This is an optimization exercise on Yosys and OpenROAD, whose aim is small area, a short achievable clock period and few clock cycles, not a production implementation. Function was checked by simulation only, so behaviour that the tests miss may differ from the original. Power is estimated from default activity; no workload was simulated.

## flow/design.v (module list and top-level ports; edited modules follow where they fit)
// module weightMem: 24 lines
// module mvuSequencer: 51 lines
// module mvuCore: 2981 lines
// module resultFifo: 52 lines
// module mvuTop: 63 lines
module mvuTop (
	input  logic                           clk,
	input  logic                           rst,
	input  logic                           wWr,
	input  logic [mvuPkg::FOLD_WIDTH-1:0]  wAddr,
	input  logic [mvuPkg::WTILE_WIDTH-1:0] wData,
	input  logic [mvuPkg::FOLD_WIDTH-1:0]  foldCount,
	input  logic                           aStrobe,
	input  logic [mvuPkg::ATILE_WIDTH-1:0] aData,
	input  logic                           aPad,
	output logic                           outVld,
	output logic [mvuPkg::OUT_WIDTH-1:0]   outData,
	output logic [mvuPkg::LANE_WIDTH-1:0]  outLane,
	output logic                           hold
);
  // ...
==> flow/run.sh <==
#!/bin/bash
# synth_recipe.tcl (not shown) runs the flow's synth.tcl, then flattens the netlist and writes it again
# the make line also repeats each setting of config.mk as NAME=value (left out here)
make -C /OpenROAD-flow-scripts/flow DESIGN_CONFIG=/design/flow/config.mk WORK_HOME=/design/flow/orfs CLKGATE_MAP_FILE= SYNTH_SCRIPT=/design/flow/synth_recipe.tcl finish
==> flow/config.mk <==
export PLATFORM = sky130hd
export DESIGN_NAME = mvuTop
export DESIGN_NICKNAME = mvuTop
export VERILOG_FILES = /design/flow/design.v
export SDC_FILE = /design/flow/constraint.sdc
export NUM_CORES = 4
export LEC_CHECK = 0
export CAP_MARGIN = 20
export CORE_MARGIN = 2
export CORE_UTILIZATION = 40
export SETUP_SLACK_MARGIN = 3.4
export SLEW_MARGIN = 20
==> flow/constraint.sdc <==
create_clock -name core_clock -period 6.0 [get_ports {clk}]
set_input_delay 1.2000 -clock core_clock [delete_from_list [all_inputs] [get_ports {clk}]]
set_output_delay 1.2000 -clock core_clock [all_outputs]
set_load 0.01 [all_outputs]
==> flow_summary.json, run 1 <==
{
  "ioPinCount": 183,
  "clock_tree_root_buffer_cell": "clkbuf_16",
  "area_growth_pct": 15.99,
  "tritoncts_clock_tree": "done",
  "power.sequential.total_mw": 14.9,
  "outcome": "complete, no violations",
  "critPathCapture": "weightMem_i.mem[7][33]",
  "slew-limit-headroom_pct": 35.05,
  "timing.hold.ws_ns": 0.3156,
  "multi_input_gate_area_um2": 23840,
  "power.clock.total_mw": 10.7,
  "core_area_um2": 179000,
  "n_clock_buffer": 237,
  "yosys.area_share.simple_pct": 5.730,
  "layout.nets": 5758,
  "num_antenna_cells": 3,
  "critical_path_cell_count": 4,
  "combPwrFrac_pct": 20.7,
  "setup.worst_path.start": "wAddr[0]",
  "seqCellArea_um2": 45970,
  "power.ir.vdd_worst_v": 0.0002535,
  "rsz_0062_raised_after_global_routing": "true",
  "syn-instance-count": 4736,
  "synth.cell_area_um2": 72250,
  "grt_antenna_before_repair": 6,
  "synth_seq_area_share_pct": 63.45,
  "count_of_inverters_other_than_clock_inverters_in_the_layout": 634
}
Testbench counts, summed over its fixed seeds: cycles 10,093.
==> inputs of run 2 (changes only) <==
--- a/flow/config.mk
+++ b/flow/config.mk
@@ -9,4 +9,4 @@
 export CORE_MARGIN = 2
 export CORE_UTILIZATION = 40
-export SETUP_SLACK_MARGIN = 3.4
+export SETUP_SLACK_MARGIN = 3.2
 export SLEW_MARGIN = 20
==> run 2 against run 1 <==
- flip-flop and latch count unchanged
- global-route usage decreased by 0.27 points
- synthesized area unchanged
==> flow_summary.json, run 2 <==
{
  "ioPinCount": 183,
  "post_synth_fa_ha_maj_area_fraction_pct": 15.99,
  "final_cell_mix": "edfxtp_1, inv_1, dfxtp_1",
  "worst-path-max-fanout": 31,
  "synth-xor-area-share_pct": 0.7152,
  "synth_common_cells": "edfxtp_1, inv_1, dfxtp_1, fa_1, nand2_1",
  "worst_clock_skew_ns": 0.04820,
  "synth_compound_gate_area_share_pct": 6.626,
  "worst_ep_required_time_ns": 6.43,
  "first_global_vias": 40380,
  "rsz_0062_raised_after_global_routing": "true",
  "detailroute.via_count": 38560,
  "global_route.usage.total_pct": 17.96,
  "io_buffer_count": 182,
  "synth_cell_types": 55,
  "min-delay-path-class": "flip-flop to flip-flop",
  "initialDrtViolationCount": 3951,
  "cellLeakagePower_nw": 31.64,
  "largest_net_degree_at_the_start_of_global_routing": 158,
  "max-cap-violations": 0,
  "numClockSinks": 1714,
  "clock_tree_root_buffer_cell": "clkbuf_16",
  "finish.instance_area_um2": 83020,
  "cp_data_arrival_time_ns": 3.16,
  "synth_top_family_by_area": "adder cells",
  "accumulated_negative_setup_slack_ns": 0,
  "outcome": "complete, no violations",
  "total_power_mw": 32.11,
  "tritoncts_clock_tree": "done",
  "cts_buffer_count": 172,
  "largest-register": "weightMem_i.mem",
  "cp-end-kind": "flip-flop",
  "timing_worst_slew_pin_value_ns": 0.9762,
  "die_height_um": 429,
  "layout-drive-gt1-share_pct": 8.522,
  "synth_enable_flop_cells": 1152,
  "synth_top_area_share_pct": 47.88,
  "final.period_utilization_pct": 45.43,
  "largest_register_ff_count": 1024,
  "dpl-instance-area_um2": 76910,
  "setup.worst_path.class": "input port to flip-flop",
  "die_width_um": 429,
  "drt_first_pass_iters": 8,
  "synth_largest_area_cell": "edfxtp_1",
  "detailedPlacementHpwl_mm": 106.9,
  "hold_viol_final": 0,
  "power.ir.vdd_worst_v": 0.0002832,
  "synth_seq_area_share_pct": 63.45,
  "seqCellArea_um2": 45890,
  "post-route-drc-count": 0,
  "power-per-cell-area_nw_per_um2": 386.8,
  "routed_wirelength_mm": 166.4,
  "cts_hold_bufs": 0,
  "biggestRegsByFlops": "weightMem_i.mem (1024), resultFifo_i.mem (128), weightMem_i.rdData (128)",
  "yosys.cell_count.top_type": "edfxtp_1",
  "crit_path_start_kind": "input port",
  "time_the_worst_path_needs_with_i_o_delays_and_setup_ns": 2.726,
  "synthTopCellsByArea": "edfxtp_1, dfxtp_1, fa_1",
  "final_antenna_net_count": 0,
  "dieArea_um2": 184000,
  "clkSlewWorstSetupHoldPaths_ns": 0.06,
  "syn-instance-count": 4736,
  "synth_warnings": 5,
  "slew-limit-headroom_pct": 34.92,
  "finalCoreUtilization_pct": 46.38,
  "syn-num-nets": 5518,
  "finalSetupViolations": 0,
  "multi_input_gate_area_um2": 23580,
  "mostFrequentLayoutCell": "edfxtp_1",
  "initial_core_utilization_pct": 40.36,
  "synth.area.mux_share_pct": 3.164,
  "grt_pass1_wl_mm": 251.4,
  "place.gp.congestion": 0.8446,
  "std_cell_rows": 155,
  "insertion_delay_ns": 0.82,
  "area_growth_pct": 14.91,
  "global_route.overflow_total": 0,
  "dr_vias_cell": 5.175,
  "maxSlewViolCount": 0,
  "layout.nets": 5725,
  "ctsLongestPathBuffers": 3,
  "synth.cell_area_um2": 72250,
  "drt-wirelength-per-cell_um": 22.33,
  "grt_antenna_before_repair": 12,
  "postSynthRegisterBits": 1714,
  "yosys.area_share.simple_pct": 5.730,
  "clock_tree.htree_level_count": 4,
  "syn_area_per_cell_um2": 15.26,
  "core_area_um2": 179000,
  "ys_async_sr_fraction_pct": 0,
  "ys.flop_type": "edfxtp_1",
  "nFillCells": 15590,
  "timing.fmax_mhz": 366.9
}
==> run 2: kinds of logic after synthesis <==
kind of cell               count (synthesis)
DFF                                     1714
buffers and inverters                    827
and+or+nand+nor                          814
adders and majority gates                611
AOI/OAI and AO/OA                        533
muxes                                    178
xor gates and xnor gates                  59
==> run 2: worst max-delay path: stages <==
cell and delay, ns:
clkdlybuf4s50_1 0.73, nand2_4 0.12, nor2_4 0.52, buf_4 0.54
==> run 2: metrics by stage <==
step | worst slack [ns] | instances | hold WS (ns)
floorplan | 1.100 | 4736 | 0.3096
global placement | 2.256 | 7119 | 0.3122
detailed placement | 2.239 | 7119 | 0.3128
CTS | 3.200 | 7444 | 0.3265
global route | 3.158 | 7450 | 0.3319
finish | 3.274 | 7451 | 0.3257
==> run 2: area by class of cell <==
class                           count  area share, %
Antenna cell                        3       0.009042
Clock buffer                      226          5.617
Clock inverter                     98          1.423
Inverter                          634          2.875
Multi-Input combinational cell   2195          28.40
Sequential cell                  1714          55.28
Tap cell                         2355          3.549
Timing Repair Buffer              226          2.853
==> run 2: power breakdown <==
part	switching (mW)	total [mW]	internal [mW]
Combinational	3.69	6.29	2.59
Clock	4.64	10.9	6.25
Sequential	0.794	14.9	14.1
==> run 2: path summary, 6_finish.rpt <==
kind	start	endpoint	slack, ns	depth (start not counted)
worst min-delay path	mvuCore_i.r2_868	mvuCore_i.t2_970	0.33	0
worst max register to register	mvuSequencer_i.pos[1]	weightMem_i.rdData[66]	3.29	6
worst min register to register	mvuCore_i.r2_868	mvuCore_i.t2_970	0.33	0
worst max-delay path	wAddr[0]	weightMem_i.mem[7][32]	3.27	4
==> run 2: timing repair <==
action                     4_1_cts  5_1_grt
gates cloned                     1        1
gates resized for setup         48       28
pin swaps                        1        7
setup endpoints to repair      304      144
buffers inserted                 0        3
==> run 2: routing by layer <==
metal / share of wire, % / GRT usage, % / wire length (um) / vias up
met1: 43 / 24.25 / 71760 / 19970
li1: - / - / - / 17210
met2: 49 / 30.20 / 82110 / 1119
met5: 0.0066 / 0 / 11 / -
met3: 5.3 / 2.771 / 8744 / 253
met4: 2.3 / 4.930 / 3774 / 2
==> module mvuSequencer, before the edit <==
module mvuSequencer (
	input  logic                            clk,
	input  logic                            rst,
	input  logic                            aStrobe,
	input  logic [mvuPkg::ATILE_WIDTH-1:0]  aData,
	input  logic                            aPad,
	input  logic [mvuPkg::FOLD_WIDTH-1:0]   foldCount,
	input  logic                            pop,	 
	output logic [mvuPkg::FOLD_WIDTH-1:0]   rdAddr,
	output logic [mvuPkg::ATILE_WIDTH-1:0]  a,
	output logic                            last,
	output logic                            hold
);
	logic [FOLD_WIDTH-1:0] pos;	 
	logic [FOLD_WIDTH-1:0] fcR;	 
	logic [CNT_WIDTH-1:0]  cnt;	 
	logic                  atEnd;
	logic                  closing;
	logic [FOLD_WIDTH-1:0] posNext;
	logic [CNT_WIDTH-1:0]  cntNext;
	assign atEnd = (pos == foldCount);
	assign closing = aStrobe && atEnd;
	assign posNext = aStrobe ? (atEnd ? '0 : pos + 1'b1) : pos;
	assign cntNext = cnt + CNT_WIDTH'(closing) - CNT_WIDTH'(pop);
	always_ff @(posedge clk) begin
		if (rst) begin
			pos <= '0;
			fcR <= '0;
			cnt <= '0;
			hold <= 1'b0;
		end else begin
			pos <= posNext;
			if (aStrobe)
				fcR <= foldCount;
			cnt <= cntNext;
			hold <= (cntNext >= CNT_WIDTH'(FIFO_DEPTH))
				&& ((posNext == '0) || (posNext == (aStrobe ? foldCount : fcR)));
		end
	end
	assign rdAddr = pos;
	always_ff @(posedge clk) begin
		if (rst) begin
			last <= 1'b0;
		end else begin
			last <= closing;
		end
	end
	always_ff @(posedge clk) begin
		a <= (aStrobe && !aPad) ? aData : '0;
	end
endmodule
==> inputs of run 3 (changes only) <==
--- a/flow/design.v
+++ b/flow/design.v
@@ -12,5 +12,6 @@
 	localparam int unsigned FIFO_DEPTH = 4;
 	localparam int unsigned PTR_WIDTH = $clog2(FIFO_DEPTH);
-	localparam int unsigned CNT_WIDTH = PTR_WIDTH + 1;	 
+	localparam int unsigned HOLD_CNT = FIFO_DEPTH + 1;
+	localparam int unsigned CNT_WIDTH = $clog2(HOLD_CNT + 1);	 
 	localparam int unsigned WTILE_WIDTH = PE * SIMD * WEIGHT_WIDTH;
 	localparam int unsigned ATILE_WIDTH = SIMD * ACTIVATION_WIDTH;
@@ -80,5 +81,5 @@
 				fcR <= foldCount;
 			cnt <= cntNext;
-			hold <= (cntNext >= CNT_WIDTH'(FIFO_DEPTH))
+			hold <= (cntNext >= CNT_WIDTH'(HOLD_CNT))
 				&& ((posNext == '0) || (posNext == (aStrobe ? foldCount : fcR)));
 		end
--- a/flow/config.mk
+++ b/flow/config.mk
@@ -9,4 +9,4 @@
 export CORE_MARGIN = 2
 export CORE_UTILIZATION = 40
-export SETUP_SLACK_MARGIN = 3.2
+export SETUP_SLACK_MARGIN = 3.4
 export SLEW_MARGIN = 20
==> run 3 against run 2 <==
- still clean on timing, DRC and antenna
- hold slack worse by 0.029 ns
- sequential share of layout area down 0.58 points
- count of clock-buffer cells in the layout up 14
- fmax up 4.7%
- synthesized area up 0.26%
- first-iteration DRC count down 5.4%
- critical path depth up 4
- clock power about the same
- global-route usage up 0.51 points
- clock skew down 0.00099 ns
- largest cell class unchanged
==> flow_summary.json, run 3 <==
{
  "syn_area_per_cell_um2": 15.00,
  "setup.worst_path.class": "flip-flop to flip-flop",
  "insertion_delay_ns": 0.82,
  "detailroute.via_count": 39260,
  "cts_buffer_count": 171,
  "io_buffer_count": 182,
  "post-route-worst-setup-slack_ns": 3.398,
  "drt-wirelength-per-cell_um": 22.40,
  "synth.cell_area_um2": 72440,
  "first_global_vias": 41210,
  "largest_register_ff_count": 1024,
  "initial_core_utilization_pct": 40.16,
  "final_antenna_net_count": 0,
  "dr_vias_cell": 5.172,
  "outcome": "complete, no violations",
  "syn-instance-count": 4830,
  "ys.flop_type": "edfxtp_1",
  "final_cell_mix": "edfxtp_1, inv_1, fa_1",
  "worst_ep_required_time_ns": 6.69,
  "synth_largest_area_cell": "edfxtp_1",
  "detailedPlacementHpwl_mm": 108.8,
  "grt_pass1_wl_mm": 258.2,
  "p_int_mw": 23.08,
  "critical_path.most_common_cell": "fa_1",
  "power.ir.vdd_worst_v": 0.0003047,
  "post-route-drc-count": 0,
  "synth_common_cells": "edfxtp_1, inv_1, dfxtp_1, fa_1, nand2_1",
  "largest-register": "weightMem_i.mem",
  "ioPinCount": 183,
  "timing_worst_slew_pin_value_ns": 0.9928,
  "cp_data_arrival_time_ns": 3.30,
  "std_cell_rows": 156,
  "initialDrtViolationCount": 3736,
  "clock_tree.htree_level_count": 4,
  "timing.hold.ws_ns": 0.2965,
  "pwr-share-seq_pct": 46.4,
  "nFillCells": 15760,
  "layout.nets": 5849,
  "syn-num-nets": 5612,
  "combPwrFrac_pct": 19.9,
  "cp_slowest_stage_delay_ns": 0.59,
  "total_power_mw": 32.04,
  "switching_power_mw": 8.956,
  "cellLeakagePower_nw": 31.68,
  "global_route.usage.total_pct": 18.47,
  "place.gp.congestion": 0.8735,
  "cp-end-kind": "flip-flop",
  "area_growth_pct": 15.99,
  "max-cap-violations": 0,
  "synth_cell_types": 71,
  "final.period_utilization_pct": 43.37,
  "timing.critical_path.cells": "inv_2 > fa_1 > inv_2 > fa_1 > inv_1 > fa_1 > inv_2 > fa_1",
  "clkSlewWorstSetupHoldPaths_ns": 0.06,
  "cts_hold_bufs": 0,
  "finalCoreUtilization_pct": 46.58,
  "postSynthRegisterBits": 1714,
  "clock_tree_root_buffer_cell": "clkbuf_16",
  "rsz_0062_raised_after_global_routing": "true",
  "yosys.cell_count.top_type": "edfxtp_1",
  "hold_viol_final": 0,
  "finalSetupViolations": 0,
  "switching_share_pct": 27.96,
  "slew-limit-headroom_pct": 33.74,
  "worst-path-max-fanout": 1,
  "ctsLongestPathBuffers": 3,
  "synth_seq_area_share_pct": 63.29,
  "clock_power_share_pct": 33.7,
  "mostFrequentLayoutCell": "edfxtp_1",
  "crit_path_start_kind": "flip-flop",
  "synthTopCellsByArea": "edfxtp_1, dfxtp_1, fa_1",
  "die_width_um": 429.5,
  "biggestRegsByFlops": "weightMem_i.mem (1024), resultFifo_i.mem (128), weightMem_i.rdData (128)",
  "global_route.overflow_total": 0,
  "numClockSinks": 1714,
  "dieArea_um2": 184500,
  "synth_enable_flop_cells": 1152,
  "min-delay-path-class": "flip-flop to flip-flop",
  "timing.fmax_mhz": 384.3,
  "ys_async_sr_fraction_pct": 0,
  "multi_input_gate_area_um2": 24120,
  "power-per-cell-area_nw_per_um2": 381.3,
  "synth_warnings": 5,
  "worst_clock_skew_ns": 0.04721,
  "accumulated_negative_setup_slack_ns": 0,
  "time_the_worst_path_needs_with_i_o_delays_and_setup_ns": 2.602,
  "synth_top_area_share_pct": 47.76,
  "dp_slack_ns": 2.273,
  "die_height_um": 429.5,
  "tritoncts_clock_tree": "done",
  "maxSlewViolCount": 0,
  "layout-drive-gt1-share_pct": 10.74,
  "worst_path_max_delay_cell": "fa_1",
  "drt_first_pass_iters": 10,
  "core_area_um2": 180400,
  "grt_antenna_before_repair": 13,
  "routed_wirelength_mm": 170.0,
  "seqCellArea_um2": 45950,
  "largest_net_degree_at_the_start_of_global_routing": 129
}
## run 3: changes by cell type in the layout (fill, tap and decap cells not counted), sizes merged, moves of 11 or more
cell | previous run | this run
a221o | 128 | 87
a222oi | 256 | 214
nand2 | 331 | 319
a22oi | 0 | 85
mux2i | 135 | 97
dlygate4sd2 | 12 | 0
a31oi | 4 | 49
xor2 | 33 | 22
nand3 | 12 | 51
buf | 42 | 88
clkbuf | 227 | 241
a21oi | 66 | 35
nor2 | 47 | 94
## run 3: worst paths after layout
path,from,slack (ns),depth (start not counted),endpoint
hold / removal,mvuCore_i.r2_871,0.30,0,mvuCore_i.t2_972
setup reg to reg,mvuCore_i.r0_202,3.40,8,mvuCore_i.t0_286
hold reg to reg,mvuCore_i.r2_871,0.30,0,mvuCore_i.t2_972
setup / recovery,mvuCore_i.r0_202,3.40,8,mvuCore_i.t0_286
## run 3: timing repair
action                     in CTS  in global routing
setup endpoints to repair     615                202
resized for setup             134                 77
pin swaps                      11                 36
buffers inserted               20                 14
cloned                          3                  0
## run 3: cell families (layout without fill, tap and decap cells)
group	after synthesis	count (layout)	share of synthesized area, %
compound gates	585	585	6.942
xor+xnor	48	48	0.5907
fa+ha+maj	611	611	15.95
buf+inv	839	1223	4.361
flops	1714	1714	63.29
mux	142	142	2.667
other cells	0	4	0
simple gates	891	893	6.196
## run 3: power by group through the flow
stage          Clock, mW  Sequential, mW  Combinational (mW)
5_1_grt             11.5            15.0                7.44
6_report            10.8            14.9                6.37
2_1_floorplan          0            14.7                4.35
4_1_cts             11.1            14.9                6.26
3_3_place_gp           0            15.1                5.80
3_5_place_dp           0            15.1                5.99
## run 3: per-layer routing
metal / share of wire (%) / track usage (%) / vias up
li1: - / - / 17550
met1: 43 / 24.84 / 20320
met2: 49 / 31.20 / 1136
met3: 5.6 / 2.614 / 242
met4: 2.2 / 5.316 / 6
met5: 0.024 / 0 / -
## run 3: through the flow
stage | std cells | instance area (um2)
5_1_grt | 7588 | 84010
2_1_floorplan | 4830 | 72650
6_report | 7590 | 84020
4_1_cts | 7572 | 83550
3_5_place_dp | 7227 | 77280
3_3_place_gp | 7227 | 77280
## run 3: worst max-delay path: cells and delay by family (launching register included)
family	cells	cell delay [ns]
flip-flops	1	0.33
adder cells (fa/ha/maj)	4	1.96
buffers and inverters	4	0.18
## run 3: layout make-up
class / count / area share (%)
flip-flops and latches: 1714 / 54.70
inverters: 641 / 2.870
clock inverters: 82 / 1.084
repair buffers: 260 / 3.297
well taps: 2370 / 3.529
diodes: 4 / 0.01191
clock buffers: 240 / 5.804
multi-input cells: 2279 / 28.71
Testbench counts of run 3, summed over its fixed seeds: cycles 9,915.
==> inputs of run 4 (changes only) <==
--- a/flow/config.mk
+++ b/flow/config.mk
@@ -9,4 +9,5 @@
 export CORE_MARGIN = 2
 export CORE_UTILIZATION = 40
+export CTS_BUF_LIST = sky130_fd_sc_hd__clkbuf_8
 export SETUP_SLACK_MARGIN = 3.4
 export SLEW_MARGIN = 20
==> run 4 against run 3 <==
- still clean on timing, DRC and antenna
- worst setup slack worse by 0.037 ns
- highest routed layer unchanged
- flip-flop and latch count stayed put
- via count is 1.4% higher
- synthesized area stayed put
- synthesized cell count stayed put
==> flow_summary.json, run 4 <==
{
  "grt_antenna_before_repair": 14,
  "cts_buffer_count": 290,
  "post-route-drc-count": 0,
  "largest_register_ff_count": 1024,
  "timing_worst_slew_pin_value_ns": 1.066,
  "final_antenna_net_count": 0,
  "finalCoreUtilization_pct": 46.50,
  "maxSlewViolCount": 0,
  "global_route.usage.total_pct": 18.52,
  "layout.nets": 5969,
  "io_buffer_count": 182,
  "synth_cell_types": 71,
  "syn-num-nets": 5612,
  "final.period_utilization_pct": 43.99,
  "mostFrequentLayoutCell": "edfxtp_1",
  "core_area_um2": 180400,
  "total_power_mw": 31.31,
  "synth.cell_area_um2": 72440,
  "place.gp.congestion": 0.8735,
  "cp_slowest_stage_delay_ns": 0.35,
  "outcome": "complete, no violations",
  "detailroute.via_count": 39820,
  "clock_tree.htree_level_count": 5,
  "synthTopCellsByArea": "edfxtp_1, dfxtp_1, fa_1",
  "ctsLongestPathBuffers": 4,
  "hold_viol_final": 0,
  "grt_pass1_wl_mm": 259.4,
  "clock_power_share_pct": 32.2,
  "initialDrtViolationCount": 3349,
  "time_the_worst_path_needs_with_i_o_delays_and_setup_ns": 2.639,
  "drt-wirelength-per-cell_um": 21.98,
  "crit_path_start_kind": "flip-flop",
  "layout-drive-gt1-share_pct": 12.79,
  "detailedPlacementHpwl_mm": 108.8,
  "worst_clock_skew_ns": 0.07946,
  "drt_first_pass_iters": 10,
  "global_route_track_usage_on_met2_pct": 31.04,
  "numClockSinks": 1714,
  "initial_core_utilization_pct": 40.16,
  "dr_vias_cell": 5.123,
  "accumulated_negative_setup_slack_ns": 0,
  "dieArea_um2": 184500,
  "min-delay-path-class": "flip-flop to flip-flop",
  "largest-register": "weightMem_i.mem",
  "clock_tree_root_buffer_cell": "clkbuf_8",
  "std_cell_rows": 156,
  "rsz_0062_raised_after_global_routing": "true",
  "insertion_delay_ns": 1.00,
  "clkSlewWorstSetupHoldPaths_ns": 0.06,
  "synth_largest_area_cell": "edfxtp_1",
  "critical_path.top_delay_family": "flip-flops",
  "yosys.cell_count.top_type": "edfxtp_1",
  "cp-end-kind": "primary output",
  "groute.layer.met1.usage_pct": 24.40,
  "synth_warnings": 5,
  "largest_net_degree_at_the_start_of_global_routing": 129,
  "synth_common_cells": "edfxtp_1, inv_1, dfxtp_1, fa_1, nand2_1",
  "cp_data_arrival_time_ns": 1.44,
  "routed_wirelength_mm": 170.9,
  "area_growth_pct": 15.78,
  "worst-path-max-fanout": 1,
  "grt_most_used_layer": "met2",
  "synth_seq_area_share_pct": 63.29,
  "syn-instance-count": 4830,
  "dpl-instance-area_um2": 77280,
  "postSynthRegisterBits": 1714,
  "timing.critical_path.cells": "buf_6",
  "biggestRegsByFlops": "weightMem_i.mem (1024), resultFifo_i.mem (128), weightMem_i.rdData (128)",
  "final_cell_mix": "edfxtp_1, inv_1, fa_1",
  "combPwrFrac_pct": 20.3,
  "cts_hold_bufs": 0,
  "syn_area_per_cell_um2": 15.00,
  "p_int_mw": 22.41,
  "ys.flop_type": "edfxtp_1",
  "switching_power_mw": 8.905,
  "slew-limit-headroom_pct": 28.86,
  "max-cap-violations": 0,
  "finish.instance_area_um2": 83870,
  "worst_ep_required_time_ns": 4.80,
  "switching_share_pct": 28.44,
  "synth_enable_flop_cells": 1152,
  "grtUsageMet3_pct": 3.558,
  "die_height_um": 429.5,
  "power-per-cell-area_nw_per_um2": 373.3,
  "worst_path_max_delay_cell": "dfxtp_2",
  "pwr-share-seq_pct": 47.5,
  "power.ir.vdd_worst_v": 0.0002686,
  "first_global_vias": 42200,
  "timing.fmax_mhz": 378.9,
  "tritoncts_clock_tree": "done",
  "ys_async_sr_fraction_pct": 0,
  "global_route.overflow_total": 0,
  "die_width_um": 429.5,
  "setup.worst_path.class": "flip-flop to primary output",
  "ioPinCount": 183,
  "worst-path-buf-inv": 1,
  "synth_top_area_share_pct": 47.76,
  "finalSetupViolations": 0,
  "cellLeakagePower_nw": 32.03
}
==> run 4: cell type report <==
cell class | instances | area [um2]
inverters | 641 | 2411
clock inverters | 166 | 1001
diodes | 7 | 17.52
fillers | 15890 | 96490
well taps | 2370 | 2965
clock buffers | 334 | 4597
flip-flops and latches | 1714 | 45970
repair buffers | 261 | 2770
multi-input cells | 2279 | 24140
==> run 4: worst paths after layout <==
check,end,depth (start not counted),slack (ns),startpoint
hold reg to reg,mvuCore_i.t1_621,0,0.29,mvuCore_i.r1_519
hold / removal,mvuCore_i.t1_621,0,0.29,mvuCore_i.r1_519
setup reg to reg,mvuCore_i.t0_286,8,3.41,mvuCore_i.r0_202
setup / recovery,outData[0],1,3.36,resultFifo_i.outData[0]
==> run 4: power by group through the flow <==
| stage | Combinational, mW | Clock (mW) | Sequential [mW] |
|---|---|---|---|
| floorplan | 4.35 | 0 | 14.7 |
| global placement | 5.80 | 0 | 15.1 |
| detailed placement | 5.99 | 0 | 15.1 |
| CTS | 6.24 | 10.4 | 14.9 |
| global route | 7.42 | 10.9 | 15.0 |
| finish | 6.35 | 10.1 | 14.9 |
==> run 4: layer usage <==
layer  part of all wire (%)  vias to the layer above  routed length (um)
li1                       -                    17810                   -
met4                    2.4                        4                4105
met3                    6.0                      291               10260
met5                  0.014                        -                  24
met2                     49                     1308               83560
met1                     43                    20400               72900
==> run 4: through the flow <==
stage               std cells  setup slack, ns  hold WS, ns
finish                   7772            3.361       0.2913
global route             7769            3.239       0.2782
CTS                      7739            3.222       0.2813
detailed placement       7227            2.273       0.3121
global placement         7227            2.326       0.3145
floorplan                4830            1.100       0.3096
==> run 4: repair_timing <==
action / 4_1_cts / 5_1_grt
setup buffers: 9 / 26
pin swaps: 11 / 44
cloned: 3 / 0
resized for setup: 152 / 84
hold endpoints to repair: 0 / 0
setup endpoints to repair: 405 / 315
==> run 4: logic make-up after synthesis <==
group	count (synthesis)	share of synthesized area (%)
DFF	1714	63.29
buffers and inverters	839	4.361
and+or+nand+nor	891	6.196
xor gates and xnor gates	48	0.5907
muxes	142	2.667
adders and majority gates	611	15.95
AOI/OAI and AO/OA	585	6.942

re-timing with driven ports:
No port has a modelled driver above. Below, the same layouts with a new extraction and two added sets of constraints.
Step 1: set_driving_cell puts a clkbuf_16 on clk and a buf_2 on each other input, an assumption about the parent block.
Step 2 times the ports against the registers' clock, not the clock port: input delays grow and output delays shrink by t, the midpoint of the rising clock arrivals with the driver on.
Slacks: no drivers / after step 1 / after step 2; pairs: no drivers / after step 1.
run | shift t [ns] | setup slack, ns | clock arrival spread, ns | worst register clock-pin slew, ns
run 1 | 0.875 | 3.439 / 3.442 / 2.585 | 0.053 / 0.053 | 0.07 / 0.07
run 2 | 0.877 | 3.274 / 3.277 / 2.402 | 0.056 / 0.055 | 0.07 / 0.07
run 3 | 0.881 | 3.398 / 3.398 / 2.603 | 0.067 / 0.068 | 0.07 / 0.07
run 4 | 1.036 | 3.361 / 3.281 / 2.400 | 0.088 / 0.088 | 0.07 / 0.07
After both steps every run listed still meets setup and hold. The setup slack of run 4, which loses most, moves by -0.080 ns with the drivers and by -0.961 ns with both steps.
